What follows belongs to an exercise in optimizing a design on an open flow for small area, a short achievable clock period and few clock cycles per item; a production flow would make more cautious choices.
In this exercise RTL edits were held to simulation tests only and were not proved equivalent to the original.

File: design/flow/config.mk
export PLATFORM = sky130hd
export DESIGN_NAME = gregorian_day_number_convert_top
export DESIGN_NICKNAME = gregorian_day_number_convert_top
export VERILOG_FILES = /design/flow/design.v
export SDC_FILE = /design/flow/constraint.sdc
export NUM_CORES = 4
export LEC_CHECK = 0
export CAP_MARGIN = 20
export CORE_MARGIN = 2
export CORE_UTILIZATION = 60
export CTS_BUF_LIST = sky130_fd_sc_hd__clkbuf_4 sky130_fd_sc_hd__clkbuf_8
export CTS_CLUSTER_SIZE = 40
export PLACE_DENSITY = 0.75
export SETUP_SLACK_MARGIN = 4.4
export SLEW_MARGIN = 20
File: design/flow/run.sh
#!/bin/bash
# synth_recipe.tcl (not shown) runs the flow's synth.tcl, then flattens the netlist and writes it again
# the make line also repeats each setting of config.mk as NAME=value (left out here)
make -C /OpenROAD-flow-scripts/flow DESIGN_CONFIG=/design/flow/config.mk WORK_HOME=/design/flow/orfs CLKGATE_MAP_FILE= SYNTH_SCRIPT=/design/flow/synth_recipe.tcl finish
File: design/flow/constraint.sdc
create_clock -name core_clock -period 9.0 [get_ports {clk}]
set_input_delay 1.8000 -clock core_clock [delete_from_list [all_inputs] [get_ports {clk}]]
set_output_delay 1.8000 -clock core_clock [all_outputs]
set_load 0.01 [all_outputs]
File: design/flow/design.v
package gdn_pkg;
    localparam int NUM_MIN = 306;
    localparam int NUM_MAX = 3652364;
    function automatic logic [3:0] fwd_month_index(input logic [3:0] month);
        logic [3:0] r;
        case (month)
            4'd0:    r = 4'd9;
            4'd1:    r = 4'd10;
            4'd2:    r = 4'd11;
            4'd13:   r = 4'd10;
            4'd14:   r = 4'd11;
            4'd15:   r = 4'd0;
            default: r = month - 4'd3;
        endcase
        fwd_month_index = r;
    endfunction
    function automatic logic [8:0] month_offset(input logic [3:0] mi);
        logic [8:0] r;
        case (mi)
            4'd0:    r = 9'd0;
            4'd1:    r = 9'd31;
            4'd2:    r = 9'd61;
            4'd3:    r = 9'd92;
            4'd4:    r = 9'd122;
            4'd5:    r = 9'd153;
            4'd6:    r = 9'd184;
            4'd7:    r = 9'd214;
            4'd8:    r = 9'd245;
            4'd9:    r = 9'd275;
            4'd10:   r = 9'd306;
            4'd11:   r = 9'd337;
            default: r = 9'd0;
        endcase
        month_offset = r;
    endfunction
    function automatic logic [3:0] month_index(input logic [8:0] ddd);
        logic [3:0] mi;
        mi = 4'd0;
        for (int k = 1; k < 12; k++)
        begin
            if (ddd >= month_offset(4'(k)))
            begin
                mi = mi + 4'd1;
            end
        end
        month_index = mi;
    endfunction
endpackage
module gdn_est (
    input  logic [21:0] n,
    output logic [13:0] est
);
    wire e_w1;
    wire e_w2;
    assign e_w1 = n[7] ^ n[9];
    assign e_w2 = n[7] & n[9];
    wire e_w3;
    wire e_w4;
    assign e_w3 = n[8] ^ n[10];
    assign e_w4 = n[8] & n[10];
    wire e_w5;
    wire e_w6;
    assign e_w5 = n[9] ^ n[11] ^ n[12];
    assign e_w6 = (n[9] & n[11]) | (n[9] & n[12]) | (n[11] & n[12]);
    wire e_w7;
    wire e_w8;
    assign e_w7 = n[10] ^ n[12];
    assign e_w8 = n[10] & n[12];
    wire e_w9;
    wire e_w10;
    assign e_w9 = n[6] ^ n[8] ^ n[9];
    assign e_w10 = (n[6] & n[8]) | (n[6] & n[9]) | (n[8] & n[9]);
    wire e_w11;
    wire e_w12;
    assign e_w11 = e_w1 ^ n[10] ^ n[12];
    assign e_w12 = (e_w1 & n[10]) | (e_w1 & n[12]) | (n[10] & n[12]);
    wire e_w13;
    wire e_w14;
    assign e_w13 = ~n[15] ^ ~n[18];
    assign e_w14 = ~n[15] & ~n[18];
    wire e_w15;
    wire e_w16;
    assign e_w15 = e_w2 ^ e_w3 ^ n[11];
    assign e_w16 = (e_w2 & e_w3) | (e_w2 & n[11]) | (e_w3 & n[11]);
    wire e_w17;
    wire e_w18;
    assign e_w17 = n[13] ^ ~n[16] ^ n[19];
    assign e_w18 = (n[13] & ~n[16]) | (n[13] & n[19]) | (~n[16] & n[19]);
    wire e_w19;
    wire e_w20;
    assign e_w19 = e_w4 ^ e_w5 ^ n[14];
    assign e_w20 = (e_w4 & e_w5) | (e_w4 & n[14]) | (e_w5 & n[14]);
    wire e_w21;
    wire e_w22;
    assign e_w21 = ~n[17] ^ ~n[20] ^ ~n[19];
    assign e_w22 = (~n[17] & ~n[20]) | (~n[17] & ~n[19]) | (~n[20] & ~n[19]);
    wire e_w23;
    wire e_w24;
    assign e_w23 = e_w6 ^ e_w7 ^ n[13];
    assign e_w24 = (e_w6 & e_w7) | (e_w6 & n[13]) | (e_w7 & n[13]);
    wire e_w25;
    wire e_w26;
    assign e_w25 = n[15] ^ ~n[18] ^ ~n[21];
    assign e_w26 = (n[15] & ~n[18]) | (n[15] & ~n[21]) | (~n[18] & ~n[21]);
    wire e_w27;
    wire e_w28;
    assign e_w27 = e_w8 ^ n[11] ^ n[13];
    assign e_w28 = (e_w8 & n[11]) | (e_w8 & n[13]) | (n[11] & n[13]);
    wire e_w29;
    wire e_w30;
    assign e_w29 = n[14] ^ n[16] ^ n[19];
    assign e_w30 = (n[14] & n[16]) | (n[14] & n[19]) | (n[16] & n[19]);
    wire e_w31;
    wire e_w32;
    assign e_w31 = n[12] ^ n[14] ^ n[15];
    assign e_w32 = (n[12] & n[14]) | (n[12] & n[15]) | (n[14] & n[15]);
    wire e_w33;
    wire e_w34;
    assign e_w33 = n[17] ^ ~n[20] ^ n[19];
    assign e_w34 = (n[17] & ~n[20]) | (n[17] & n[19]) | (~n[20] & n[19]);
    wire e_w35;
    wire e_w36;
    assign e_w35 = n[13] ^ n[15] ^ n[16];
    assign e_w36 = (n[13] & n[15]) | (n[13] & n[16]) | (n[15] & n[16]);
    wire e_w37;
    wire e_w38;
    assign e_w37 = n[18] ^ ~n[21] ^ n[19];
    assign e_w38 = (n[18] & ~n[21]) | (n[18] & n[19]) | (~n[21] & n[19]);
    wire e_w39;
    wire e_w40;
    assign e_w39 = n[14] ^ n[16] ^ n[17];
    assign e_w40 = (n[14] & n[16]) | (n[14] & n[17]) | (n[16] & n[17]);
    wire e_w41;
    wire e_w42;
    assign e_w41 = n[19] ^ ~n[19];
    assign e_w42 = n[19] & ~n[19];
    wire e_w43;
    wire e_w44;
    assign e_w43 = n[15] ^ n[17] ^ n[18];
    assign e_w44 = (n[15] & n[17]) | (n[15] & n[18]) | (n[17] & n[18]);
    wire e_w45;
    wire e_w46;
    assign e_w45 = n[16] ^ n[18] ^ n[19];
    assign e_w46 = (n[16] & n[18]) | (n[16] & n[19]) | (n[18] & n[19]);
    wire e_w47;
    wire e_w48;
    assign e_w47 = n[17] ^ n[19];
    assign e_w48 = n[17] & n[19];
    wire e_w49;
    wire e_w50;
    assign e_w49 = n[18] ^ n[20];
    assign e_w50 = n[18] & n[20];
    wire e_w51;
    wire e_w52;
    assign e_w51 = e_w9 ^ n[11];
    assign e_w52 = e_w9 & n[11];
    wire e_w53;
    wire e_w54;
    assign e_w53 = e_w10 ^ e_w11 ^ e_w13;
    assign e_w54 = (e_w10 & e_w11) | (e_w10 & e_w13) | (e_w11 & e_w13);
    wire e_w55;
    wire e_w56;
    assign e_w55 = e_w12 ^ e_w14 ^ e_w15;
    assign e_w56 = (e_w12 & e_w14) | (e_w12 & e_w15) | (e_w14 & e_w15);
    wire e_w57;
    wire e_w58;
    assign e_w57 = e_w16 ^ e_w18 ^ e_w19;
    assign e_w58 = (e_w16 & e_w18) | (e_w16 & e_w19) | (e_w18 & e_w19);
    wire e_w59;
    wire e_w60;
    assign e_w59 = e_w20 ^ e_w22 ^ e_w23;
    assign e_w60 = (e_w20 & e_w22) | (e_w20 & e_w23) | (e_w22 & e_w23);
    wire e_w61;
    wire e_w62;
    assign e_w61 = e_w24 ^ e_w26 ^ e_w27;
    assign e_w62 = (e_w24 & e_w26) | (e_w24 & e_w27) | (e_w26 & e_w27);
    wire e_w63;
    wire e_w64;
    assign e_w63 = e_w28 ^ e_w30 ^ e_w31;
    assign e_w64 = (e_w28 & e_w30) | (e_w28 & e_w31) | (e_w30 & e_w31);
    wire e_w65;
    wire e_w66;
    assign e_w65 = e_w32 ^ e_w34 ^ e_w35;
    assign e_w66 = (e_w32 & e_w34) | (e_w32 & e_w35) | (e_w34 & e_w35);
    wire e_w67;
    wire e_w68;
    assign e_w67 = e_w36 ^ e_w38 ^ e_w39;
    assign e_w68 = (e_w36 & e_w38) | (e_w36 & e_w39) | (e_w38 & e_w39);
    wire e_w69;
    wire e_w70;
    assign e_w69 = e_w40 ^ e_w42 ^ e_w43;
    assign e_w70 = (e_w40 & e_w42) | (e_w40 & e_w43) | (e_w42 & e_w43);
    wire e_w71;
    wire e_w72;
    assign e_w71 = e_w44 ^ e_w45 ^ n[21];
    assign e_w72 = (e_w44 & e_w45) | (e_w44 & n[21]) | (e_w45 & n[21]);
    wire e_w73;
    wire e_w74;
    assign e_w73 = e_w46 ^ e_w47 ^ n[20];
    assign e_w74 = (e_w46 & e_w47) | (e_w46 & n[20]) | (e_w47 & n[20]);
    wire e_w75;
    wire e_w76;
    assign e_w75 = e_w48 ^ e_w49 ^ n[21];
    assign e_w76 = (e_w48 & e_w49) | (e_w48 & n[21]) | (e_w49 & n[21]);
    wire e_w77;
    wire e_w78;
    assign e_w77 = e_w50 ^ n[19] ^ n[21];
    assign e_w78 = (e_w50 & n[19]) | (e_w50 & n[21]) | (n[19] & n[21]);
    wire e_w79;
    wire e_w80;
    assign e_w79 = e_w51 ^ ~n[14];
    assign e_w80 = e_w51 & ~n[14];
    wire e_w81;
    wire e_w82;
    assign e_w81 = e_w52 ^ e_w53 ^ ~n[17];
    assign e_w82 = (e_w52 & e_w53) | (e_w52 & ~n[17]) | (e_w53 & ~n[17]);
    wire e_w83;
    wire e_w84;
    assign e_w83 = e_w54 ^ e_w55 ^ e_w17;
    assign e_w84 = (e_w54 & e_w55) | (e_w54 & e_w17) | (e_w55 & e_w17);
    wire e_w85;
    wire e_w86;
    assign e_w85 = e_w56 ^ e_w57 ^ e_w21;
    assign e_w86 = (e_w56 & e_w57) | (e_w56 & e_w21) | (e_w57 & e_w21);
    wire e_w87;
    wire e_w88;
    assign e_w87 = e_w58 ^ e_w59 ^ e_w25;
    assign e_w88 = (e_w58 & e_w59) | (e_w58 & e_w25) | (e_w59 & e_w25);
    wire e_w89;
    wire e_w90;
    assign e_w89 = e_w60 ^ e_w61 ^ e_w29;
    assign e_w90 = (e_w60 & e_w61) | (e_w60 & e_w29) | (e_w61 & e_w29);
    wire e_w91;
    wire e_w92;
    assign e_w91 = e_w62 ^ e_w63 ^ e_w33;
    assign e_w92 = (e_w62 & e_w63) | (e_w62 & e_w33) | (e_w63 & e_w33);
    wire e_w93;
    wire e_w94;
    assign e_w93 = e_w64 ^ e_w65 ^ e_w37;
    assign e_w94 = (e_w64 & e_w65) | (e_w64 & e_w37) | (e_w65 & e_w37);
    wire e_w95;
    wire e_w96;
    assign e_w95 = e_w66 ^ e_w67 ^ e_w41;
    assign e_w96 = (e_w66 & e_w67) | (e_w66 & e_w41) | (e_w67 & e_w41);
    wire e_w97;
    wire e_w98;
    assign e_w97 = e_w68 ^ e_w69 ^ ~n[20];
    assign e_w98 = (e_w68 & e_w69) | (e_w68 & ~n[20]) | (e_w69 & ~n[20]);
    wire e_w99;
    wire e_w100;
    assign e_w99 = e_w70 ^ e_w71 ^ ~n[20];
    assign e_w100 = (e_w70 & e_w71) | (e_w70 & ~n[20]) | (e_w71 & ~n[20]);
    wire e_w101;
    wire e_w102;
    assign e_w101 = e_w72 ^ e_w73 ^ ~n[20];
    assign e_w102 = (e_w72 & e_w73) | (e_w72 & ~n[20]) | (e_w73 & ~n[20]);
    wire e_w103;
    wire e_w104;
    assign e_w103 = e_w74 ^ e_w75 ^ ~n[20];
    assign e_w104 = (e_w74 & e_w75) | (e_w74 & ~n[20]) | (e_w75 & ~n[20]);
    wire e_w105;
    wire e_w106;
    assign e_w105 = e_w76 ^ e_w77 ^ ~n[20];
    assign e_w106 = (e_w76 & e_w77) | (e_w76 & ~n[20]) | (e_w77 & ~n[20]);
    wire e_w107;
    wire e_w108;
    assign e_w107 = e_w78 ^ n[20] ^ ~n[20];
    assign e_w108 = (e_w78 & n[20]) | (e_w78 & ~n[20]) | (n[20] & ~n[20]);
    wire e_w109;
    wire e_w110;
    assign e_w109 = n[21] ^ ~n[20];
    assign e_w110 = n[21] & ~n[20];
    wire [16:0] e_a = {e_w110, e_w108, e_w106, e_w104, e_w102, e_w100, e_w98, e_w96, e_w94, e_w92, e_w90, e_w88, e_w86, e_w84, e_w82, e_w80, e_w79};
    wire [16:0] e_b = {~n[20], e_w109, e_w107, e_w105, e_w103, e_w101, e_w99, e_w97, e_w95, e_w93, e_w91, e_w89, e_w87, e_w85, e_w83, e_w81, n[17]};
    wire [16:0] e;
    assign e = e_a + e_b;
    assign est = e[16:3];
endmodule
module gdn_q (
    input  logic [13:0] y,
    output logic [6:0] q
);
    wire c_w1;
    wire c_w2;
    assign c_w1 = y[3] ^ y[6];
    assign c_w2 = y[3] & y[6];
    wire c_w3;
    wire c_w4;
    assign c_w3 = y[2] ^ y[4] ^ y[7];
    assign c_w4 = (y[2] & y[4]) | (y[2] & y[7]) | (y[4] & y[7]);
    wire c_w5;
    wire c_w6;
    assign c_w5 = y[3] ^ y[5] ^ y[8];
    assign c_w6 = (y[3] & y[5]) | (y[3] & y[8]) | (y[5] & y[8]);
    wire c_w7;
    wire c_w8;
    assign c_w7 = y[4] ^ y[6];
    assign c_w8 = y[4] & y[6];
    wire c_w9;
    wire c_w10;
    assign c_w9 = y[5] ^ y[7] ^ y[10];
    assign c_w10 = (y[5] & y[7]) | (y[5] & y[10]) | (y[7] & y[10]);
    wire c_w11;
    wire c_w12;
    assign c_w11 = y[6] ^ y[8] ^ y[11];
    assign c_w12 = (y[6] & y[8]) | (y[6] & y[11]) | (y[8] & y[11]);
    wire c_w13;
    wire c_w14;
    assign c_w13 = y[7] ^ y[9] ^ y[12];
    assign c_w14 = (y[7] & y[9]) | (y[7] & y[12]) | (y[9] & y[12]);
    wire c_w15;
    wire c_w16;
    assign c_w15 = y[8] ^ y[10] ^ y[13];
    assign c_w16 = (y[8] & y[10]) | (y[8] & y[13]) | (y[10] & y[13]);
    wire c_w17;
    wire c_w18;
    assign c_w17 = y[9] ^ y[11];
    assign c_w18 = y[9] & y[11];
    wire c_w19;
    wire c_w20;
    assign c_w19 = y[10] ^ y[12];
    assign c_w20 = y[10] & y[12];
    wire c_w21;
    wire c_w22;
    assign c_w21 = y[11] ^ y[13];
    assign c_w22 = y[11] & y[13];
    wire c_w23;
    wire c_w24;
    assign c_w23 = y[2] ^ y[5];
    assign c_w24 = y[2] & y[5];
    wire c_w25;
    wire c_w26;
    assign c_w25 = c_w1 ^ ~y[11] ^ ~y[10];
    assign c_w26 = (c_w1 & ~y[11]) | (c_w1 & ~y[10]) | (~y[11] & ~y[10]);
    wire c_w27;
    wire c_w28;
    assign c_w27 = c_w2 ^ c_w3 ^ ~y[12];
    assign c_w28 = (c_w2 & c_w3) | (c_w2 & ~y[12]) | (c_w3 & ~y[12]);
    wire c_w29;
    wire c_w30;
    assign c_w29 = c_w4 ^ c_w5 ^ ~y[13];
    assign c_w30 = (c_w4 & c_w5) | (c_w4 & ~y[13]) | (c_w5 & ~y[13]);
    wire c_w31;
    wire c_w32;
    assign c_w31 = c_w6 ^ c_w7 ^ ~y[9];
    assign c_w32 = (c_w6 & c_w7) | (c_w6 & ~y[9]) | (c_w7 & ~y[9]);
    wire c_w33;
    wire c_w34;
    assign c_w33 = c_w8 ^ c_w9 ^ ~y[9];
    assign c_w34 = (c_w8 & c_w9) | (c_w8 & ~y[9]) | (c_w9 & ~y[9]);
    wire c_w35;
    wire c_w36;
    assign c_w35 = c_w10 ^ c_w11 ^ ~y[9];
    assign c_w36 = (c_w10 & c_w11) | (c_w10 & ~y[9]) | (c_w11 & ~y[9]);
    wire c_w37;
    wire c_w38;
    assign c_w37 = c_w12 ^ c_w13 ^ ~y[9];
    assign c_w38 = (c_w12 & c_w13) | (c_w12 & ~y[9]) | (c_w13 & ~y[9]);
    wire c_w39;
    wire c_w40;
    assign c_w39 = c_w14 ^ c_w15 ^ ~y[9];
    assign c_w40 = (c_w14 & c_w15) | (c_w14 & ~y[9]) | (c_w15 & ~y[9]);
    wire c_w41;
    wire c_w42;
    assign c_w41 = c_w16 ^ c_w17 ^ ~y[9];
    assign c_w42 = (c_w16 & c_w17) | (c_w16 & ~y[9]) | (c_w17 & ~y[9]);
    wire c_w43;
    wire c_w44;
    assign c_w43 = c_w18 ^ c_w19 ^ ~y[9];
    assign c_w44 = (c_w18 & c_w19) | (c_w18 & ~y[9]) | (c_w19 & ~y[9]);
    wire c_w45;
    wire c_w46;
    assign c_w45 = c_w20 ^ c_w21 ^ ~y[9];
    assign c_w46 = (c_w20 & c_w21) | (c_w20 & ~y[9]) | (c_w21 & ~y[9]);
    wire c_w47;
    wire c_w48;
    assign c_w47 = c_w22 ^ y[12] ^ ~y[9];
    assign c_w48 = (c_w22 & y[12]) | (c_w22 & ~y[9]) | (y[12] & ~y[9]);
    wire c_w49;
    wire c_w50;
    assign c_w49 = y[13] ^ ~y[9];
    assign c_w50 = y[13] & ~y[9];
    wire [13:0] c_a = {c_w48, c_w46, c_w44, c_w42, c_w40, c_w38, c_w36, c_w34, c_w32, c_w30, c_w28, c_w26, c_w24, c_w23};
    wire [13:0] c_b = {c_w49, c_w47, c_w45, c_w43, c_w41, c_w39, c_w37, c_w35, c_w33, c_w31, c_w29, c_w27, c_w25, y[10]};
    wire [13:0] c;
    assign c = c_a + c_b;
    assign q = c[13:7];
endmodule
module gdn_s (
    input  logic [9:0] a,
    input  logic [13:0] y,
    output logic [16:0] s
);
    wire s_w1;
    wire s_w2;
    assign s_w1 = a[2] ^ y[2];
    assign s_w2 = a[2] & y[2];
    wire s_w3;
    wire s_w4;
    assign s_w3 = a[3] ^ y[3] ^ y[1];
    assign s_w4 = (a[3] & y[3]) | (a[3] & y[1]) | (y[3] & y[1]);
    wire s_w5;
    wire s_w6;
    assign s_w5 = a[4] ^ y[4] ^ y[2];
    assign s_w6 = (a[4] & y[4]) | (a[4] & y[2]) | (y[4] & y[2]);
    wire s_w7;
    wire s_w8;
    assign s_w7 = a[5] ^ y[5] ^ y[3];
    assign s_w8 = (a[5] & y[5]) | (a[5] & y[3]) | (y[5] & y[3]);
    wire s_w9;
    wire s_w10;
    assign s_w9 = a[6] ^ y[6] ^ y[4];
    assign s_w10 = (a[6] & y[6]) | (a[6] & y[4]) | (y[6] & y[4]);
    wire s_w11;
    wire s_w12;
    assign s_w11 = a[7] ^ y[7] ^ y[5];
    assign s_w12 = (a[7] & y[7]) | (a[7] & y[5]) | (y[7] & y[5]);
    wire s_w13;
    wire s_w14;
    assign s_w13 = a[8] ^ y[8] ^ y[6];
    assign s_w14 = (a[8] & y[8]) | (a[8] & y[6]) | (y[8] & y[6]);
    wire s_w15;
    wire s_w16;
    assign s_w15 = a[9] ^ y[9] ^ y[7];
    assign s_w16 = (a[9] & y[9]) | (a[9] & y[7]) | (y[9] & y[7]);
    wire s_w17;
    wire s_w18;
    assign s_w17 = y[10] ^ y[8];
    assign s_w18 = y[10] & y[8];
    wire s_w19;
    wire s_w20;
    assign s_w19 = y[11] ^ y[9];
    assign s_w20 = y[11] & y[9];
    wire s_w21;
    wire s_w22;
    assign s_w21 = a[0] ^ y[0];
    assign s_w22 = a[0] & y[0];
    wire s_w23;
    wire s_w24;
    assign s_w23 = a[1] ^ y[1] ^ y[3];
    assign s_w24 = (a[1] & y[1]) | (a[1] & y[3]) | (y[1] & y[3]);
    wire s_w25;
    wire s_w26;
    assign s_w25 = s_w1 ^ y[0] ^ y[4];
    assign s_w26 = (s_w1 & y[0]) | (s_w1 & y[4]) | (y[0] & y[4]);
    wire s_w27;
    wire s_w28;
    assign s_w27 = s_w2 ^ s_w3 ^ y[5];
    assign s_w28 = (s_w2 & s_w3) | (s_w2 & y[5]) | (s_w3 & y[5]);
    wire s_w29;
    wire s_w30;
    assign s_w29 = s_w4 ^ s_w5 ^ y[6];
    assign s_w30 = (s_w4 & s_w5) | (s_w4 & y[6]) | (s_w5 & y[6]);
    wire s_w31;
    wire s_w32;
    assign s_w31 = s_w6 ^ s_w7 ^ y[7];
    assign s_w32 = (s_w6 & s_w7) | (s_w6 & y[7]) | (s_w7 & y[7]);
    wire s_w33;
    wire s_w34;
    assign s_w33 = s_w8 ^ s_w9 ^ y[8];
    assign s_w34 = (s_w8 & s_w9) | (s_w8 & y[8]) | (s_w9 & y[8]);
    wire s_w35;
    wire s_w36;
    assign s_w35 = s_w10 ^ s_w11 ^ y[9];
    assign s_w36 = (s_w10 & s_w11) | (s_w10 & y[9]) | (s_w11 & y[9]);
    wire s_w37;
    wire s_w38;
    assign s_w37 = s_w12 ^ s_w13 ^ y[10];
    assign s_w38 = (s_w12 & s_w13) | (s_w12 & y[10]) | (s_w13 & y[10]);
    wire s_w39;
    wire s_w40;
    assign s_w39 = s_w14 ^ s_w15 ^ y[11];
    assign s_w40 = (s_w14 & s_w15) | (s_w14 & y[11]) | (s_w15 & y[11]);
    wire s_w41;
    wire s_w42;
    assign s_w41 = s_w16 ^ s_w17 ^ y[12];
    assign s_w42 = (s_w16 & s_w17) | (s_w16 & y[12]) | (s_w17 & y[12]);
    wire s_w43;
    wire s_w44;
    assign s_w43 = s_w18 ^ s_w19 ^ y[13];
    assign s_w44 = (s_w18 & s_w19) | (s_w18 & y[13]) | (s_w19 & y[13]);
    wire s_w45;
    wire s_w46;
    assign s_w45 = s_w20 ^ y[12] ^ y[10];
    assign s_w46 = (s_w20 & y[12]) | (s_w20 & y[10]) | (y[12] & y[10]);
    wire s_w47;
    wire s_w48;
    assign s_w47 = y[13] ^ y[11];
    assign s_w48 = y[13] & y[11];
    wire [16:0] s_a = {1'b0, y[13], s_w48, s_w46, s_w44, s_w42, s_w40, s_w38, s_w36, s_w34, s_w32, s_w30, s_w28, s_w26, s_w24, s_w22, s_w21};
    wire [16:0] s_b = {1'b0, 1'b0, y[12], s_w47, s_w45, s_w43, s_w41, s_w39, s_w37, s_w35, s_w33, s_w31, s_w29, s_w27, s_w25, s_w23, y[2]};
    assign s = s_a + s_b;
endmodule
module gdn_z (
    input  logic t,
    input  logic [16:0] s,
    input  logic [13:0] y,
    input  logic [6:0] q,
    output logic [21:0] z
);
    wire z_w1;
    wire z_w2;
    assign z_w1 = y[0] ^ y[1];
    assign z_w2 = y[0] & y[1];
    wire z_w3;
    wire z_w4;
    assign z_w3 = y[1] ^ y[2];
    assign z_w4 = y[1] & y[2];
    wire z_w5;
    wire z_w6;
    assign z_w5 = y[0] ^ y[2] ^ y[3];
    assign z_w6 = (y[0] & y[2]) | (y[0] & y[3]) | (y[2] & y[3]);
    wire z_w7;
    wire z_w8;
    assign z_w7 = y[5] ^ s[8];
    assign z_w8 = y[5] & s[8];
    wire z_w9;
    wire z_w10;
    assign z_w9 = y[1] ^ y[3] ^ y[4];
    assign z_w10 = (y[1] & y[3]) | (y[1] & y[4]) | (y[3] & y[4]);
    wire z_w11;
    wire z_w12;
    assign z_w11 = y[6] ^ s[9] ^ ~s[7];
    assign z_w12 = (y[6] & s[9]) | (y[6] & ~s[7]) | (s[9] & ~s[7]);
    wire z_w13;
    wire z_w14;
    assign z_w13 = y[2] ^ y[4] ^ y[5];
    assign z_w14 = (y[2] & y[4]) | (y[2] & y[5]) | (y[4] & y[5]);
    wire z_w15;
    wire z_w16;
    assign z_w15 = y[7] ^ s[10] ^ ~s[7];
    assign z_w16 = (y[7] & s[10]) | (y[7] & ~s[7]) | (s[10] & ~s[7]);
    wire z_w17;
    wire z_w18;
    assign z_w17 = y[3] ^ y[5] ^ y[6];
    assign z_w18 = (y[3] & y[5]) | (y[3] & y[6]) | (y[5] & y[6]);
    wire z_w19;
    wire z_w20;
    assign z_w19 = y[8] ^ s[11] ^ ~s[7];
    assign z_w20 = (y[8] & s[11]) | (y[8] & ~s[7]) | (s[11] & ~s[7]);
    wire z_w21;
    wire z_w22;
    assign z_w21 = y[4] ^ y[6] ^ y[7];
    assign z_w22 = (y[4] & y[6]) | (y[4] & y[7]) | (y[6] & y[7]);
    wire z_w23;
    wire z_w24;
    assign z_w23 = y[9] ^ s[12] ^ ~s[7];
    assign z_w24 = (y[9] & s[12]) | (y[9] & ~s[7]) | (s[12] & ~s[7]);
    wire z_w25;
    wire z_w26;
    assign z_w25 = y[5] ^ y[7] ^ y[8];
    assign z_w26 = (y[5] & y[7]) | (y[5] & y[8]) | (y[7] & y[8]);
    wire z_w27;
    wire z_w28;
    assign z_w27 = y[10] ^ s[13] ^ ~s[7];
    assign z_w28 = (y[10] & s[13]) | (y[10] & ~s[7]) | (s[13] & ~s[7]);
    wire z_w29;
    wire z_w30;
    assign z_w29 = y[6] ^ y[8] ^ y[9];
    assign z_w30 = (y[6] & y[8]) | (y[6] & y[9]) | (y[8] & y[9]);
    wire z_w31;
    wire z_w32;
    assign z_w31 = y[11] ^ s[14] ^ ~s[7];
    assign z_w32 = (y[11] & s[14]) | (y[11] & ~s[7]) | (s[14] & ~s[7]);
    wire z_w33;
    wire z_w34;
    assign z_w33 = y[7] ^ y[9] ^ y[10];
    assign z_w34 = (y[7] & y[9]) | (y[7] & y[10]) | (y[9] & y[10]);
    wire z_w35;
    wire z_w36;
    assign z_w35 = y[12] ^ s[15] ^ ~s[7];
    assign z_w36 = (y[12] & s[15]) | (y[12] & ~s[7]) | (s[15] & ~s[7]);
    wire z_w37;
    wire z_w38;
    assign z_w37 = y[8] ^ y[10] ^ y[11];
    assign z_w38 = (y[8] & y[10]) | (y[8] & y[11]) | (y[10] & y[11]);
    wire z_w39;
    wire z_w40;
    assign z_w39 = y[13] ^ s[16] ^ ~s[7];
    assign z_w40 = (y[13] & s[16]) | (y[13] & ~s[7]) | (s[16] & ~s[7]);
    wire z_w41;
    wire z_w42;
    assign z_w41 = y[9] ^ y[11] ^ y[12];
    assign z_w42 = (y[9] & y[11]) | (y[9] & y[12]) | (y[11] & y[12]);
    wire z_w43;
    wire z_w44;
    assign z_w43 = y[10] ^ y[12];
    assign z_w44 = y[10] & y[12];
    wire z_w45;
    wire z_w46;
    assign z_w45 = s[0] ^ t;
    assign z_w46 = s[0] & t;
    wire z_w47;
    wire z_w48;
    assign z_w47 = s[1] ^ q[3];
    assign z_w48 = s[1] & q[3];
    wire z_w49;
    wire z_w50;
    assign z_w49 = s[2] ^ q[4];
    assign z_w50 = s[2] & q[4];
    wire z_w51;
    wire z_w52;
    assign z_w51 = y[0] ^ s[3] ^ q[5];
    assign z_w52 = (y[0] & s[3]) | (y[0] & q[5]) | (s[3] & q[5]);
    wire z_w53;
    wire z_w54;
    assign z_w53 = y[1] ^ s[4] ^ q[6];
    assign z_w54 = (y[1] & s[4]) | (y[1] & q[6]) | (s[4] & q[6]);
    wire z_w55;
    wire z_w56;
    assign z_w55 = y[0] ^ y[2] ^ s[5];
    assign z_w56 = (y[0] & y[2]) | (y[0] & s[5]) | (y[2] & s[5]);
    wire z_w57;
    wire z_w58;
    assign z_w57 = z_w1 ^ y[3] ^ s[6];
    assign z_w58 = (z_w1 & y[3]) | (z_w1 & s[6]) | (y[3] & s[6]);
    wire z_w59;
    wire z_w60;
    assign z_w59 = z_w2 ^ z_w3 ^ y[4];
    assign z_w60 = (z_w2 & z_w3) | (z_w2 & y[4]) | (z_w3 & y[4]);
    wire z_w61;
    wire z_w62;
    assign z_w61 = z_w4 ^ z_w5 ^ z_w7;
    assign z_w62 = (z_w4 & z_w5) | (z_w4 & z_w7) | (z_w5 & z_w7);
    wire z_w63;
    wire z_w64;
    assign z_w63 = z_w6 ^ z_w8 ^ z_w9;
    assign z_w64 = (z_w6 & z_w8) | (z_w6 & z_w9) | (z_w8 & z_w9);
    wire z_w65;
    wire z_w66;
    assign z_w65 = z_w10 ^ z_w12 ^ z_w13;
    assign z_w66 = (z_w10 & z_w12) | (z_w10 & z_w13) | (z_w12 & z_w13);
    wire z_w67;
    wire z_w68;
    assign z_w67 = z_w14 ^ z_w16 ^ z_w17;
    assign z_w68 = (z_w14 & z_w16) | (z_w14 & z_w17) | (z_w16 & z_w17);
    wire z_w69;
    wire z_w70;
    assign z_w69 = z_w18 ^ z_w20 ^ z_w21;
    assign z_w70 = (z_w18 & z_w20) | (z_w18 & z_w21) | (z_w20 & z_w21);
    wire z_w71;
    wire z_w72;
    assign z_w71 = z_w22 ^ z_w24 ^ z_w25;
    assign z_w72 = (z_w22 & z_w24) | (z_w22 & z_w25) | (z_w24 & z_w25);
    wire z_w73;
    wire z_w74;
    assign z_w73 = z_w26 ^ z_w28 ^ z_w29;
    assign z_w74 = (z_w26 & z_w28) | (z_w26 & z_w29) | (z_w28 & z_w29);
    wire z_w75;
    wire z_w76;
    assign z_w75 = z_w30 ^ z_w32 ^ z_w33;
    assign z_w76 = (z_w30 & z_w32) | (z_w30 & z_w33) | (z_w32 & z_w33);
    wire z_w77;
    wire z_w78;
    assign z_w77 = z_w34 ^ z_w36 ^ z_w37;
    assign z_w78 = (z_w34 & z_w36) | (z_w34 & z_w37) | (z_w36 & z_w37);
    wire z_w79;
    wire z_w80;
    assign z_w79 = z_w38 ^ z_w40 ^ z_w41;
    assign z_w80 = (z_w38 & z_w40) | (z_w38 & z_w41) | (z_w40 & z_w41);
    wire z_w81;
    wire z_w82;
    assign z_w81 = z_w42 ^ z_w43 ^ y[13];
    assign z_w82 = (z_w42 & z_w43) | (z_w42 & y[13]) | (z_w43 & y[13]);
    wire z_w83;
    wire z_w84;
    assign z_w83 = z_w44 ^ y[11] ^ y[13];
    assign z_w84 = (z_w44 & y[11]) | (z_w44 & y[13]) | (y[11] & y[13]);
    wire z_w85;
    wire z_w86;
    assign z_w85 = z_w45 ^ q[2];
    assign z_w86 = z_w45 & q[2];
    wire z_w87;
    wire z_w88;
    assign z_w87 = z_w46 ^ z_w47 ^ ~q[1];
    assign z_w88 = (z_w46 & z_w47) | (z_w46 & ~q[1]) | (z_w47 & ~q[1]);
    wire z_w89;
    wire z_w90;
    assign z_w89 = z_w48 ^ z_w49 ^ ~q[2];
    assign z_w90 = (z_w48 & z_w49) | (z_w48 & ~q[2]) | (z_w49 & ~q[2]);
    wire z_w91;
    wire z_w92;
    assign z_w91 = z_w50 ^ z_w51 ^ ~q[3];
    assign z_w92 = (z_w50 & z_w51) | (z_w50 & ~q[3]) | (z_w51 & ~q[3]);
    wire z_w93;
    wire z_w94;
    assign z_w93 = z_w52 ^ z_w53 ^ ~q[4];
    assign z_w94 = (z_w52 & z_w53) | (z_w52 & ~q[4]) | (z_w53 & ~q[4]);
    wire z_w95;
    wire z_w96;
    assign z_w95 = z_w54 ^ z_w55 ^ ~q[5];
    assign z_w96 = (z_w54 & z_w55) | (z_w54 & ~q[5]) | (z_w55 & ~q[5]);
    wire z_w97;
    wire z_w98;
    assign z_w97 = z_w56 ^ z_w57 ^ ~q[6];
    assign z_w98 = (z_w56 & z_w57) | (z_w56 & ~q[6]) | (z_w57 & ~q[6]);
    wire z_w99;
    wire z_w100;
    assign z_w99 = z_w58 ^ z_w59 ^ ~s[7];
    assign z_w100 = (z_w58 & z_w59) | (z_w58 & ~s[7]) | (z_w59 & ~s[7]);
    wire z_w101;
    wire z_w102;
    assign z_w101 = z_w60 ^ z_w61 ^ ~s[7];
    assign z_w102 = (z_w60 & z_w61) | (z_w60 & ~s[7]) | (z_w61 & ~s[7]);
    wire z_w103;
    wire z_w104;
    assign z_w103 = z_w62 ^ z_w63 ^ z_w11;
    assign z_w104 = (z_w62 & z_w63) | (z_w62 & z_w11) | (z_w63 & z_w11);
    wire z_w105;
    wire z_w106;
    assign z_w105 = z_w64 ^ z_w65 ^ z_w15;
    assign z_w106 = (z_w64 & z_w65) | (z_w64 & z_w15) | (z_w65 & z_w15);
    wire z_w107;
    wire z_w108;
    assign z_w107 = z_w66 ^ z_w67 ^ z_w19;
    assign z_w108 = (z_w66 & z_w67) | (z_w66 & z_w19) | (z_w67 & z_w19);
    wire z_w109;
    wire z_w110;
    assign z_w109 = z_w68 ^ z_w69 ^ z_w23;
    assign z_w110 = (z_w68 & z_w69) | (z_w68 & z_w23) | (z_w69 & z_w23);
    wire z_w111;
    wire z_w112;
    assign z_w111 = z_w70 ^ z_w71 ^ z_w27;
    assign z_w112 = (z_w70 & z_w71) | (z_w70 & z_w27) | (z_w71 & z_w27);
    wire z_w113;
    wire z_w114;
    assign z_w113 = z_w72 ^ z_w73 ^ z_w31;
    assign z_w114 = (z_w72 & z_w73) | (z_w72 & z_w31) | (z_w73 & z_w31);
    wire z_w115;
    wire z_w116;
    assign z_w115 = z_w74 ^ z_w75 ^ z_w35;
    assign z_w116 = (z_w74 & z_w75) | (z_w74 & z_w35) | (z_w75 & z_w35);
    wire z_w117;
    wire z_w118;
    assign z_w117 = z_w76 ^ z_w77 ^ z_w39;
    assign z_w118 = (z_w76 & z_w77) | (z_w76 & z_w39) | (z_w77 & z_w39);
    wire z_w119;
    wire z_w120;
    assign z_w119 = z_w78 ^ z_w79 ^ ~s[7];
    assign z_w120 = (z_w78 & z_w79) | (z_w78 & ~s[7]) | (z_w79 & ~s[7]);
    wire z_w121;
    wire z_w122;
    assign z_w121 = z_w80 ^ z_w81 ^ ~s[7];
    assign z_w122 = (z_w80 & z_w81) | (z_w80 & ~s[7]) | (z_w81 & ~s[7]);
    wire z_w123;
    wire z_w124;
    assign z_w123 = z_w82 ^ z_w83 ^ ~s[7];
    assign z_w124 = (z_w82 & z_w83) | (z_w82 & ~s[7]) | (z_w83 & ~s[7]);
    wire z_w125;
    wire z_w126;
    assign z_w125 = z_w84 ^ y[12] ^ ~s[7];
    assign z_w126 = (z_w84 & y[12]) | (z_w84 & ~s[7]) | (y[12] & ~s[7]);
    wire z_w127;
    wire z_w128;
    assign z_w127 = y[13] ^ ~s[7];
    assign z_w128 = y[13] & ~s[7];
    wire [21:0] z_a = {z_w126, z_w124, z_w122, z_w120, z_w118, z_w116, z_w114, z_w112, z_w110, z_w108, z_w106, z_w104, z_w102, z_w100, z_w98, z_w96, z_w94, z_w92, z_w90, z_w88, z_w86, z_w85};
    wire [21:0] z_b = {z_w127, z_w125, z_w123, z_w121, z_w119, z_w117, z_w115, z_w113, z_w111, z_w109, z_w107, z_w105, z_w103, z_w101, z_w99, z_w97, z_w95, z_w93, z_w91, z_w89, z_w87, ~q[0]};
    assign z = z_a + z_b;
endmodule
module gregorian_day_number_convert_top (
    input  logic         clk,
    input  logic         rst_n,
    input  logic         req_valid,
    output logic         req_ready,
    input  logic         req_type,
    input  logic [13:0]  year_in,
    input  logic [3:0]   month_in,
    input  logic [4:0]   day_in,
    input  logic [21:0]  number_in,
    output logic         rsp_valid,
    input  logic         rsp_ready,
    output logic [21:0]  number_out,
    output logic [13:0]  year_out,
    output logic [3:0]   month_out,
    output logic [4:0]   day_out,
    output logic         range_error
);
    logic        v1_reg, v2_reg, v3_reg, v4_reg, v5_reg;
    logic        en;
    logic        s1_typ_reg;
    logic        s1_err_reg;
    logic [22:0] s1_w_reg;
    logic        s2_typ_reg;
    logic        s2_err_reg;
    logic [13:0] s2_y_reg;
    logic [9:0]  s2_a_reg;
    logic        s3_typ_reg;
    logic        s3_err_reg;
    logic [13:0] s3_y_reg;
    logic [16:0] s3_s_reg;
    logic [6:0]  s3_q_reg;
    logic        s4_typ_reg;
    logic        s4_err_reg;
    logic        s4_leap_reg;
    logic [1:0]  s4_yh_reg;
    logic [21:0] s4_p_reg;
    logic        s5_num_reg;
    logic        s5_date_reg;
    logic        s5_err_reg;
    logic [22:0] s5_p_reg;
    assign en = !v5_reg || rsp_ready;
    assign req_ready = en;
    assign rsp_valid = v5_reg;
    always_ff @(posedge clk or negedge rst_n)
    begin
        if (!rst_n)
        begin
            v1_reg <= 1'b0;
            v2_reg <= 1'b0;
            v3_reg <= 1'b0;
            v4_reg <= 1'b0;
            v5_reg <= 1'b0;
        end
        else if (en)
        begin
            v1_reg <= req_valid;
            v2_reg <= v1_reg;
            v3_reg <= v2_reg;
            v4_reg <= v3_reg;
            v5_reg <= v4_reg;
        end
    end
    logic [3:0]  a_mi;
    logic        a_wrap;
    logic [13:0] a_yf;
    logic        a_late;
    logic        a_ferr;
    logic        a_gbad;
    always_comb
    begin
        a_mi = gdn_pkg::fwd_month_index(month_in);
        a_wrap = (a_mi >= 4'd10);
        a_yf = year_in - 14'(a_wrap);
        a_late = (a_mi == 4'd11) || ((a_mi == 4'd10) && (day_in != 5'd0));
        if (a_wrap)
        begin
            a_ferr = (year_in == 14'd0) || (year_in > 14'd10000)
                  || ((year_in == 14'd10000) && a_late) || ((year_in == 14'd1) && !a_late);
        end
        else
        begin
            a_ferr = (year_in > 14'd9999) || ((year_in == 14'd9999) && a_late)
                  || ((year_in == 14'd0) && !a_late);
        end
        a_gbad = (number_in < 22'(gdn_pkg::NUM_MIN)) || (number_in > 22'(gdn_pkg::NUM_MAX));
    end
    always_ff @(posedge clk)
    begin
        if (en)
        begin
            s1_typ_reg <= req_type;
            s1_err_reg <= req_type ? a_gbad : a_ferr;
            s1_w_reg <= req_type ? {1'b0, number_in} : {a_yf, a_mi, day_in};
        end
    end
    logic [13:0] b_est;
    logic [3:0]  b_mi;
    logic [8:0]  b_mo;
    logic [8:0]  b_off;
    assign b_mi = s1_w_reg[8:5];
    assign b_mo = (b_mi == 4'd1) ? 9'd31 : (b_mi == 4'd2) ? 9'd61 : (b_mi == 4'd3) ? 9'd92
                : (b_mi == 4'd4) ? 9'd122 : (b_mi == 4'd5) ? 9'd153 : (b_mi == 4'd6) ? 9'd184
                : (b_mi == 4'd7) ? 9'd214 : (b_mi == 4'd8) ? 9'd245 : (b_mi == 4'd9) ? 9'd275
                : (b_mi == 4'd10) ? 9'd306 : (b_mi == 4'd11) ? 9'd337 : 9'd0;
    assign b_off = b_mo + 9'(s1_w_reg[4:0]);
    gdn_est u_est (.n(s1_w_reg[21:0]), .est(b_est));
    always_ff @(posedge clk)
    begin
        if (en)
        begin
            s2_typ_reg <= s1_typ_reg;
            s2_err_reg <= s1_err_reg;
            s2_y_reg <= s1_typ_reg ? b_est : s1_w_reg[22:9];
            s2_a_reg <= s1_typ_reg ? ~s1_w_reg[9:0] : {1'b0, b_off};
        end
    end
    logic [6:0]  c_q;
    logic [16:0] c_s;
    gdn_q u_q (.y(s2_y_reg), .q(c_q));
    gdn_s u_s (.a(s2_a_reg), .y(s2_y_reg), .s(c_s));
    always_ff @(posedge clk)
    begin
        if (en)
        begin
            s3_typ_reg <= s2_typ_reg;
            s3_err_reg <= s2_err_reg;
            s3_y_reg <= s2_y_reg;
            s3_s_reg <= c_s;
            s3_q_reg <= c_q;
        end
    end
    logic [21:0] m_z;
    logic [4:0]  m_rem25;
    logic        m_leap;
    gdn_z u_z (.t(s3_typ_reg), .s(s3_s_reg), .y(s3_y_reg), .q(s3_q_reg), .z(m_z));
    always_comb
    begin
        m_rem25 = s3_y_reg[6:2] - 5'(s3_q_reg) * 5'd25;
        m_leap = (s3_y_reg[1:0] == 2'd0) && ((m_rem25 != 5'd0) || (s3_q_reg[1:0] == 2'd0));
    end
    always_ff @(posedge clk)
    begin
        if (en)
        begin
            s4_typ_reg <= s3_typ_reg;
            s4_err_reg <= s3_err_reg;
            s4_leap_reg <= m_leap;
            s4_yh_reg <= s3_y_reg[13:12];
            s4_p_reg <= s3_typ_reg ? {s3_y_reg[11:0], ~m_z[9:0]} : m_z;
        end
    end
    logic        e_back;
    logic [9:0]  e_dd;
    logic        e_wrap;
    logic [8:0]  e_d;
    logic [11:0] e_ge;
    logic [11:0] e_m;
    logic [4:0]  e_k;
    logic [3:0]  e_month;
    logic [4:0]  e_day;
    logic [13:0] e_y;
    logic [13:0] e_yp;
    logic [13:0] e_ym;
    logic [13:0] e_year;
    always_comb
    begin
        e_back = s4_p_reg[9];
        e_dd = s4_p_reg[9:0];
        e_d = e_dd[8:0] + (e_back ? 9'd365 + 9'(s4_leap_reg) : 9'd0);
        e_wrap = e_back ? (e_dd[8:0] >= (s4_leap_reg ? 9'd452 : 9'd453))
                        : (e_dd >= 10'd306);
        for (int k = 0; k < 12; k++)
        begin
            e_ge[k] = (e_d >= gdn_pkg::month_offset(4'(k)));
        end
        for (int k = 0; k < 11; k++)
        begin
            e_m[k] = e_ge[k] && !e_ge[k + 1];
        end
        e_m[11] = e_ge[11];
        e_k = 5'd0;
        e_month = 4'd0;
        for (int k = 0; k < 12; k++)
        begin
            e_k = e_k | ({5{e_m[k]}} & 5'(9'd1 - gdn_pkg::month_offset(4'(k))));
            e_month = e_month | ({4{e_m[k]}} & 4'((k + 2) % 12 + 1));
        end
        e_day = e_d[4:0] + e_k;
        e_y = {s4_yh_reg, s4_p_reg[21:10]};
        e_yp = e_y + 14'd1;
        e_ym = e_y - 14'd1;
        if (e_wrap == e_back)
        begin
            e_year = e_y;
        end
        else if (e_wrap)
        begin
            e_year = e_yp;
        end
        else
        begin
            e_year = e_ym;
        end
    end
    always_ff @(posedge clk)
    begin
        if (en)
        begin
            s5_num_reg <= !s4_typ_reg && !s4_err_reg;
            s5_date_reg <= s4_typ_reg && !s4_err_reg;
            s5_err_reg <= s4_err_reg;
            s5_p_reg <= s4_typ_reg ? {e_year, e_month, e_day} : {1'b0, s4_p_reg};
        end
    end
    assign range_error = s5_err_reg;
    assign number_out = s5_num_reg ? s5_p_reg[21:0] : 22'd0;
    assign year_out = s5_date_reg ? s5_p_reg[22:9] : 14'd0;
    assign month_out = s5_date_reg ? s5_p_reg[8:5] : 4'd0;
    assign day_out = s5_date_reg ? s5_p_reg[4:0] : 5'd0;
endmodule
==> results.txt, run 1 <==
- Core Box Area: 24460 um^2
- Final Cell Area: 17200 um^2
- Ys async rst share: 3.356%
- Placement Cell Area: 16340 um^2
- First-pass GRT wire length: 52070 um
- Die Ht: 162.3 um
- Synth Net Count: 1822
- PnR worst setup slack: 4.359 ns
- Root Driver: clkbuf_8
- CTS buffer count: 17
- Pin count of the biggest net entering global routing: 94
- RSZ-0062 raised after global routing: yes
- Worst-margin pin slew: 0.9900 ns
- Chip Width: 162.3 um
- Worst-skew pair later-pin latency: 0.48 ns
- Layout area overhead: 14.32%
- Hold Vio Cnt, Final: 0
- Post-synth EDFFs: 144
- Total gr overflow: 0
- Area taken by multi-input logic gates: 9897 um^2
- CTS Hold Bufs: 0
- Input/output buffers: 97
- Crit-path leading delay family: adder cells
- Remaining antenna violation count: 0
- Nets: 1939
- Starting Density: 61.50%
- Vias in the first global route: 11210
- CP peak stage delay: 0.59 ns
- RD Place Congestion: 0.9006
- Worst Clk Skew: 0.02176 ns
- Crit-path cells: fa_2 -> fa_2 -> fa_2 -> fa_1 -> ha_4 -> a21o_1 -> a21oi_2 -> a31oi_4 -> o2111ai_2 -> a311oi_2 -> buf_4 -> a21o_1 -> xor2_1 -> mux2_4
- Ports placed on the boundary: 98
- Layout cells sized above 1: 8.663%
- YS warnings: 1
- # DRC: 0
- Crit Path Class: reg2reg
- DRT Wirelength: 31370 um
- TNS Setup: 0 ns
- Clock Pin Slew Worst Setup and Hold Paths: 0.11 ns
- Finish-stage setup viols: 0
- Most used DFF post-synth: edfxtp_1
- Min cycle time layout: 4.641 ns
- Rows: 57
- Filler cells: 1831
- Max-Cap Viols: 0
- Via density: 5.729
- DRT iter0 DRCs: 641
- Synth area leaders: edfxtp_1 (29%), fa_1 (18%), ha_1 (12%)
- Post-synth top cells: inv_1 (209), ha_1 (147), edfxtp_1 (144), fa_1 (139), nand2_1 (103)
- Unique masters post-synth: 78
- Post-Synthesis Mean Instance Area: 10.12 um^2
- Post-synthesis sequential area ratio: 29.57%
- CP Buf/Inv Count: 1
- Critical Path Sink Type: flip-flop
- Final Max Slew Viols: 0
- Cell Area, Synth: 15040 um^2
- Num Clock Sinks: 149
- # diodes: 0
- Crit path required time: 9.24 ns
- Share of the synthesized area in the top cell type: 28.74%
- Rel. slew slack: 33.39%
- Fin crit share: 51.57%
- WL/cell: 16.17 um
- Critical Path Start Type: flip-flop
- Outcome: finished clean
- All-Layer GR Usage: 24.79%
- Cell count after synthesis: 1486
- DP HPWL: 24350 um
- Worst hold path type: reg2reg
- Most common cell in the netlist: inv_1
- Pre-CTS setup slack: 3.646 ns
- Yosys top cell by area: edfxtp_1
- Crit-path max FO: 4
- TritonCTS clock tree: yes
- Highest Clock Rate: 0.2155 GHz
- Register area: 4449 um^2
- DR vias: 11110
- Clock Path Buffers: 2
- Cell mode on critical path: fa_2
- CP arrival: 4.88 ns
- Worst path slowest cell: fa_2
- H-tree depth: 4
- #FFs+latches synth: 149
- 1st-pass router iterations: 6
- Die area: 26360 um^2
- Initial antenna violation count: 0
## through the flow
stage	utilization [%]	hold WS [ns]	std cells
final	70.31	0.4301	1940
after global routing	70.31	0.4399	1940
after CTS	69.28	0.4324	1923
after detailed placement	66.78	0.4056	1879
after global placement	66.78	0.4035	1879
after floorplan	-	0.4003	1486
## metal layers
metal	GRT usage, %	wire (um)	vias to the layer above
li1	-	-	5373
met1	27.23	12180	5336
met2	47.06	16650	321
met3	3.718	1206	84
met4	11.26	1327	0
met5	0	0	-
## final timing paths
check                             start      endpoint  slack (ns)  cells after the start
min in group asynchronous         rst_n        v4_reg        1.53                      1
min reg2reg                  s2_err_reg    s3_err_reg        0.43                      0
max in group asynchronous         rst_n        v5_reg        7.28                      1
max reg2reg                s1_w_reg[11]  s2_y_reg[11]        4.36                     14
min                          s2_err_reg    s3_err_reg        0.43                      0
max                        s1_w_reg[11]  s2_y_reg[11]        4.36                     14
## final cells by class
class	count	share of cell area (%)
clock buffer	17	1.360
clock inverter	15	1.222
inverter	209	4.576
multi-input combinational	1097	57.54
sequential	149	25.87
tap	324	2.357
timing repair buffer	129	7.071
## cell usage in the layout (no fill, tap or decap), types with 6 or more instances in the layout
cell type        instances
inv_1                  203
edfxtp_1               144
ha_1                   143
fa_1                   136
nand2_1                103
nor2_1                  96
clkdlybuf4s50_1         95
a21oi_1                 73
o21ai_0                 71
xnor2_1                 68
and2_1                  48
xor2_1                  34
buf_4                   31
a21o_1                  25
a31oi_1                 25
nor3_1                  24
nand3_1                 22
mux2_2                  17
clkbuf_8                17
nor2b_1                 11
nand2b_1                10
mux2i_1                 10
nor4_1                  10
o211ai_1                 9
and3_1                   9
or3_1                    9
nand4_1                  9
or2_2                    8
a211oi_1                 7
inv_8                    6
## kinds of logic (layout without fill, tap and decap cells)
kind of cell	after synthesis	after routing	share of synthesized area, %
AND/OR/NAND/NOR	386	388	12.63
AO/OA/AOI/OAI	288	288	12.64
adder cells (fa/ha/maj)	286	286	30.72
buffers and inverters	242	370	6.071
flip-flops	149	149	29.57
XOR/XNOR	106	106	6.271
multiplexers	29	29	2.088
## what timing repair did
action                     in CTS  in global routing
buffers inserted               10                 17
cloned                          2                  0
gates resized for setup        14                 25
pin swaps                       3                 14
setup endpoints to repair      11                 14
Testbench counts, summed over its fixed seeds: cycles 12,040, items 12,000.
==> run 2, diff against run 1 <==
--- a/design/flow/design.v
+++ b/design/flow/design.v
@@ -909,3 +909,3 @@
             s4_yh_reg <= s3_y_reg[13:12];
-            s4_p_reg <= s3_typ_reg ? {s3_y_reg[11:0], ~m_z[9:0]} : m_z;
+            s4_p_reg <= s3_typ_reg ? {s3_y_reg[11:0], m_z[9:0]} : m_z;
         end
@@ -922,4 +922,2 @@
     logic [13:0] e_y;
-    logic [13:0] e_yp;
-    logic [13:0] e_ym;
     logic [13:0] e_year;
@@ -927,4 +925,4 @@
     begin
-        e_back = s4_p_reg[9];
-        e_dd = s4_p_reg[9:0];
+        e_back = !s4_p_reg[9];
+        e_dd = ~s4_p_reg[9:0];
         e_d = e_dd[8:0] + (e_back ? 9'd365 + 9'(s4_leap_reg) : 9'd0);
@@ -950,16 +948,3 @@
         e_y = {s4_yh_reg, s4_p_reg[21:10]};
-        e_yp = e_y + 14'd1;
-        e_ym = e_y - 14'd1;
-        if (e_wrap == e_back)
-        begin
-            e_year = e_y;
-        end
-        else if (e_wrap)
-        begin
-            e_year = e_yp;
-        end
-        else
-        begin
-            e_year = e_ym;
-        end
+        e_year = e_y + {{13{e_back && !e_wrap}}, e_back != e_wrap};
     end
--- a/design/flow/config.mk
+++ b/design/flow/config.mk
@@ -13,3 +13,3 @@
 export PLACE_DENSITY = 0.75
-export SETUP_SLACK_MARGIN = 4.4
+export SETUP_SLACK_MARGIN = 4.6
 export SLEW_MARGIN = 20
==> run 2 against run 1 <==
Net effect: utilization rose by 1.4 points; non-clock buffer count rose by 24; register-to-register slack improved by 0.16 ns; setup slack improved by 0.16 ns; die area fell by 0.82%; via count fell by 0.49%.
==> results.txt, run 2 <==
- Root Driver: clkbuf_8 (unchanged)
- TNS Setup: 0 ns (unchanged)
- Most common cell in the netlist: inv_1 (unchanged)
- Synth area leaders: edfxtp_1 (29%), fa_1 (19%), ha_1 (12%) (was edfxtp_1 (29%), fa_1 (18%), ha_1 (12%))
- Util after Layout: 71.69% (was 70.31%)
- DRT Wirelength: 32320 um (was 31370 um)
- Clock Path Buffers: 2 (unchanged)
- Die Ht: 161.7 um (was 162.3 um)
- Worst Clk Skew: 0.01666 ns (was 0.02176 ns)
- Layout cells sized above 1: 13.75% (was 8.663%)
- CP arrival: 4.71 ns (was 4.88 ns)
- RD Place Congestion: 0.8970 (was 0.9006)
- Most used DFF post-synth: edfxtp_1 (unchanged)
- Most frequent cells in the layout: inv_1 (201), edfxtp_1 (144), ha_1 (136) (was inv_1 (203), edfxtp_1 (144), ha_1 (143))
- Rows: 57 (unchanged)
- H-tree depth: 4 (unchanged)
- # diodes: 0 (unchanged)
- Remaining antenna violation count: 0 (unchanged)
- Post-synth top cells: inv_1 (215), ha_1 (149), edfxtp_1 (144), fa_1 (139), nand2_1 (89) (was inv_1 (209), ha_1 (147), edfxtp_1 (144), fa_1 (139), nand2_1 (103))
- Unique masters post-synth: 80 (was 78)
- Critical Path Start Type: flip-flop (unchanged)
- Commonest non-fill, non-tap cell in the layout: inv_1 (unchanged)
- Chip Width: 161.7 um (was 162.3 um)
- Clock Pin Slew Worst Setup and Hold Paths: 0.10 ns (was 0.11 ns)
- Rel. slew slack: 36.07% (was 33.39%)
- Num Clock Sinks: 149 (unchanged)
- DP HPWL: 24400 um (was 24350 um)
- Critical Path Sink Type: flip-flop (unchanged)
- Core Box Area: 24390 um^2 (was 24460 um^2)
- Worst hold path type: reg2reg (unchanged)
- Worst-margin pin slew: 0.9590 ns (was 0.9900 ns)
- Ports placed on the boundary: 98 (unchanged)
- Post-synthesis sequential area ratio: 29.83% (was 29.57%)
- Nets: 1932 (was 1939)
- Final Max Slew Viols: 0 (unchanged)
- YS warnings: 1 (unchanged)
- Highest Clock Rate: 0.2230 GHz (was 0.2155 GHz)
- 1st-pass router iterations: 5 (was 6)
- First-pass GRT wire length: 51980 um (was 52070 um)
- Ys async rst share: 3.356% (unchanged)
- Min cycle time layout: 4.485 ns (was 4.641 ns)
- Pin count of the biggest net entering global routing: 79 (was 94)
- Total gr overflow: 0 (unchanged)
- #FFs+latches synth: 149 (unchanged)
- Max-Cap Viols: 0 (unchanged)
- Fin crit share: 49.84% (was 51.57%)
- Input/output buffers: 97 (unchanged)
- Via density: 5.727 (was 5.729)
- WL/cell: 16.74 um (was 16.17 um)
- Initial antenna violation count: 0 (unchanged)
- TritonCTS clock tree: yes (unchanged)
- Finish-stage setup viols: 0 (unchanged)
- Synth Net Count: 1785 (was 1822)
- Outcome: finished clean (unchanged)
- Post-Synthesis Mean Instance Area: 10.31 um^2 (was 10.12 um^2)
- Worst-skew pair later-pin latency: 0.46 ns (was 0.48 ns)
- RSZ-0062 raised after global routing: yes (unchanged)
- Cell count after synthesis: 1447 (was 1486)
- Share of the synthesized area in the top cell type: 28.99% (was 28.74%)
- DRT iter0 DRCs: 632 (was 641)
- Post-synth EDFFs: 144 (unchanged)
- CTS Hold Bufs: 0 (unchanged)
- Layout area overhead: 17.22% (was 14.32%)
- DR vias: 11060 (was 11110)
- Crit path required time: 9.23 ns (was 9.24 ns)
- # DRC: 0 (unchanged)
- Crit-path max FO: 5 (was 4)
- Cell Area, Synth: 14920 um^2 (was 15040 um^2)
- CTS buffer count: 17 (unchanged)
- Vias in the first global route: 11140 (was 11210)
- Yosys top cell by area: edfxtp_1 (unchanged)
- Crit Path Class: reg2reg (unchanged)
- Die area: 26140 um^2 (was 26360 um^2)
- Hold Vio Cnt, Final: 0 (unchanged)
- Starting Density: 61.16% (was 61.50%)
- All-Layer GR Usage: 24.68% (was 24.79%)
[run 2: cell count changes after synthesis, moves of 5 or more]
cell	before	now
nand2_1	103	89
a21oi_1	76	70
clkbuf_1	28	21
nor2_1	96	74
xor2_1	36	27
a31oi_1	26	15
mux2_2	19	24
mux2i_1	10	15
inv_1	209	215
nand3_1	23	28
o21a_1	3	9
o21bai_1	3	9
[run 2: per-layer routing]
metal  vias up  wire [um]  GRT usage (%)
met2       321      17350          46.27
li1       5281          -              -
met1      5371      12380          27.99
met5         -          0              0
met3        86       1166          2.783
met4         0       1420          11.95
[run 2: logic make-up after synthesis]
kind of cell / Yosys count / synth area share (%)
buffers and inverters: 241 / 6.123
and+or+nand+nor: 350 / 11.72
xor gates and xnor gates: 97 / 5.796
DFF: 149 / 29.83
muxes: 39 / 2.818
adders and majority gates: 288 / 31.15
AOI/OAI and AO/OA: 283 / 12.57
[run 2: through the flow]
step | area (um^2) | instances | hold WS (ns) | worst slack, ns
after global routing | 17490 | 1931 | 0.4327 | 4.376
after CTS | 17030 | 1902 | 0.4265 | 4.549
after global placement | 16260 | 1850 | 0.4026 | 3.781
after detailed placement | 16260 | 1850 | 0.4061 | 3.616
after floorplan | 14930 | 1447 | 0.4003 | 4.584
final | 17490 | 1931 | 0.4260 | 4.515
[run 2: layout make-up]
class / instances / area [um^2]
Fill cell: 1763 / 6905
Inverter: 216 / 820.8
Sequential cell: 149 / 4449
Clock buffer: 18 / 241.5
Tap cell: 324 / 405.4
Clock inverter: 14 / 118.9
Timing Repair Buffer: 153 / 1389
Multi-Input combinational cell: 1057 / 10060
[run 2: final timing paths]
kind / start / end / slack (ns) / cells after the start
worst max register to register: s3_y_reg[4] / s4_p_reg[21] / 4.51 / 15
max in group asynchronous: rst_n / v5_reg / 7.28 / 1
min in group asynchronous: rst_n / v3_reg / 1.54 / 1
worst min-delay path: s3_err_reg / s4_err_reg / 0.43 / 0
worst min register to register: s3_err_reg / s4_err_reg / 0.43 / 0
worst max-delay path: s3_y_reg[4] / s4_p_reg[21] / 4.51 / 15
[run 2: what timing repair did]
action	4_1_cts	5_1_grt
pin swaps	15	33
buffers inserted	20	29
cloned	0	0
setup endpoints to repair	22	26
resized for setup	45	63
[run 2: critical path, stage by stage, from the launching register on]
cell and delay [ns]:
edfxtp_1 0.43, clkinvlp_4 0.22, buf_4 0.19, fa_1 0.50
inv_1 0.06, fa_1 0.50, fa_1 0.46, ha_4 0.29
a21oi_1 0.23, o21ai_2 0.12, a31oi_2 0.26, o41ai_4 0.16
a41oi_2 0.26, a2111oi_4 0.12, o21a_1 0.19, o31a_1 0.27
Testbench counts of run 2, summed over its fixed seeds: cycles 12,040, items 12,000.
==> run 3, diff against run 2 <==
--- a/design/flow/config.mk
+++ b/design/flow/config.mk
@@ -13,3 +13,3 @@
 export PLACE_DENSITY = 0.75
-export SETUP_SLACK_MARGIN = 4.6
+export SETUP_SLACK_MARGIN = 4.4
 export SLEW_MARGIN = 20
==> run 3 against run 2 <==
Net effect: utilization down 1.5 points; still clean; highest routed layer unchanged; area after synthesis stayed put; via count down 2.2%; worst hold slack barely moved.
==> results.txt, run 3 <==
- Remaining antenna violation count: 0 (unchanged)
- DRT Wirelength: 31160 um (was 32320 um)
- Unique masters post-synth: 80 (unchanged)
- Starting Density: 61.16% (unchanged)
- Clock Pin Slew Worst Setup and Hold Paths: 0.10 ns (about the same)
- # diodes: 0 (unchanged)
- WL/cell: 16.32 um (was 16.74 um)
- Worst path slowest cell: fa_1 (unchanged)
- YS warnings: 1 (unchanged)
- Final Max Slew Viols: 0 (unchanged)
- RSZ-0062 raised after global routing: yes (unchanged)
- CP peak stage delay: 0.58 ns (was 0.50 ns)
- Via density: 5.668 (was 5.727)
- Num Clock Sinks: 149 (unchanged)
- CTS Hold Bufs: 0 (unchanged)
- Yosys top cell by area: edfxtp_1 (unchanged)
- Rows: 57 (unchanged)
- Cell count after synthesis: 1447 (unchanged)
- Rel. slew slack: 44.82% (was 36.07%)
- Most used DFF post-synth: edfxtp_1 (unchanged)
- Post-synthesis sequential area ratio: 29.83% (unchanged)
- H-tree depth: 4 (unchanged)
- Ports placed on the boundary: 98 (unchanged)
- Chip Width: 161.7 um (unchanged)
- Worst-skew pair later-pin latency: 0.47 ns (was 0.46 ns)
- Initial antenna violation count: 0 (unchanged)
- Die Ht: 161.7 um (unchanged)
- Pin count of the biggest net entering global routing: 91 (was 79)
- Crit-path max FO: 7 (was 5)
- Post-synth top cells: inv_1 (215), ha_1 (149), edfxtp_1 (144), fa_1 (139), nand2_1 (89) (unchanged)
- Worst Clk Skew: 0.02001 ns (was 0.01666 ns)
- Total gr overflow: 0 (unchanged)
- Cell Area, Synth: 14920 um^2 (unchanged)
- Worst-margin pin slew: 0.8202 ns (was 0.9590 ns)
- Post-synth EDFFs: 144 (unchanged)
- Min cycle time layout: 4.502 ns (was 4.485 ns)
- Crit path required time: 9.23 ns (about the same)
- DRT iter0 DRCs: 546 (was 632)
- All-Layer GR Usage: 24.68% (about the same)
- Crit Path Class: reg2reg (unchanged)
- CTS buffer count: 17 (unchanged)
- Input/output buffers: 97 (unchanged)
- RD Place Congestion: 0.9205 (was 0.8970)
- 1st-pass router iterations: 5 (unchanged)
- Outcome: finished clean (unchanged)
## run 3: cell counts after synthesis
Identical to the previous run, type by type.
## run 3: cell families after synthesis
kind of cell | after synthesis | share of synthesized area (%)
multiplexers | 39 | 2.818
AO/OA/AOI/OAI | 283 | 12.57
buffers and inverters | 241 | 6.123
adder cells (fa/ha/maj) | 288 | 31.15
AND/OR/NAND/NOR | 350 | 11.72
flip-flops | 149 | 29.83
XOR/XNOR | 97 | 5.796
## run 3: area by class of cell
class	instances	area, um^2
clock inverters	12	143.9
repair buffers	129	1219
fillers	1775	7269
well taps	324	405.4
inverters	216	818.3
flip-flops and latches	149	4449
clock buffers	20	269.0
multi-input cells	1059	9817
## run 3: routing by layer
layer  global-route usage [%]  wire [um]  vias up
li1                         -          -     5249
met1                    27.53      12060     5196
met2                    46.56      16630      293
met3                    3.115       1118       82
met4                    11.95       1341        0
met5                        0          0        -
## run 3: final timing paths
check                       startpoint            to  slack, ns  cells after the start
max                        s3_y_reg[4]  s4_p_reg[21]       4.50                     14
min                         s2_typ_reg    s3_typ_reg       0.43                      0
max reg2reg                s3_y_reg[4]  s4_p_reg[21]       4.50                     14
min reg2reg                 s2_typ_reg    s3_typ_reg       0.43                      0
max in group asynchronous        rst_n        v4_reg       7.27                      1
min in group asynchronous        rst_n        v1_reg       1.54                      1
## run 3: timing repair
item,4_1_cts,5_1_grt
buffers inserted,10,16
setup endpoints to repair,15,16
gates cloned,2,0
pin swaps,3,10
gates resized for setup,16,34
## run 3: worst reg2reg max path, cell delays in order, from the launching register on
cell and delay [ns]:
edfxtp_1 0.42, clkinvlp_4 0.22, fa_1 0.59, inv_1 0.05, fa_1 0.46, fa_1 0.47
ha_1 0.40, a21oi_2 0.19, o21ai_0 0.10, a31oi_1 0.28, o41ai_4 0.17, a41oi_2 0.33
a2111oi_4 0.13, o21a_1 0.19, o31a_1 0.28
## run 3: through the flow
step / instances / area [um^2] / hold slack (ns) / worst slack [ns]
2_1_floorplan: 1447 / 14930 / 0.4003 / 4.455
3_3_place_gp: 1849 / 16240 / 0.4035 / 3.619
3_5_place_dp: 1849 / 16240 / 0.4052 / 3.603
4_1_cts: 1893 / 16830 / 0.4286 / 4.376
5_1_grt: 1909 / 17120 / 0.4417 / 4.309
6_report: 1909 / 17120 / 0.4256 / 4.498

port drivers added, routing unchanged:
How much do the figures lean on ideal ports? The routed layouts below were timed once more, with nothing changed but the port constraints. Step 1 (the two cells are an assumption about what drives the block):
set clk [get_ports {clk}]
set_driving_cell -lib_cell sky130_fd_sc_hd__clkbuf_16 $clk
set_driving_cell -lib_cell sky130_fd_sc_hd__buf_2 [delete_from_list [all_inputs] $clk]
Step 2 moves the port delays by t, midway between the first and last clock arrival at a register: inputs arrive t later, outputs are due t later. That takes back most of the time a late clock gives input paths. Slacks: ideal / step 1 / step 2; pairs: ideal / step 1.
run | t (ns) | setup slack, ns | worst hold slack (ns) | latest minus earliest clock arrival (ns) | worst slew at a driven data input, ns
run 1 | 0.517 | 4.359 / 4.359 / 4.119 | 0.430 / 0.430 / 0.430 | 0.023 / 0.022 | 0.04
run 2 | 0.502 | 4.515 / 4.515 / 4.219 | 0.426 / 0.426 / 0.426 | 0.016 / 0.017 | 0.03
run 3 | 0.503 | 4.498 / 4.498 / 4.059 | 0.426 / 0.426 / 0.426 | 0.021 / 0.020 | 0.03
After both steps setup and hold are still met in every run listed. The setup slack of run 3, which loses most, moves by 0.000 ns with the drivers and by -0.439 ns with both steps.
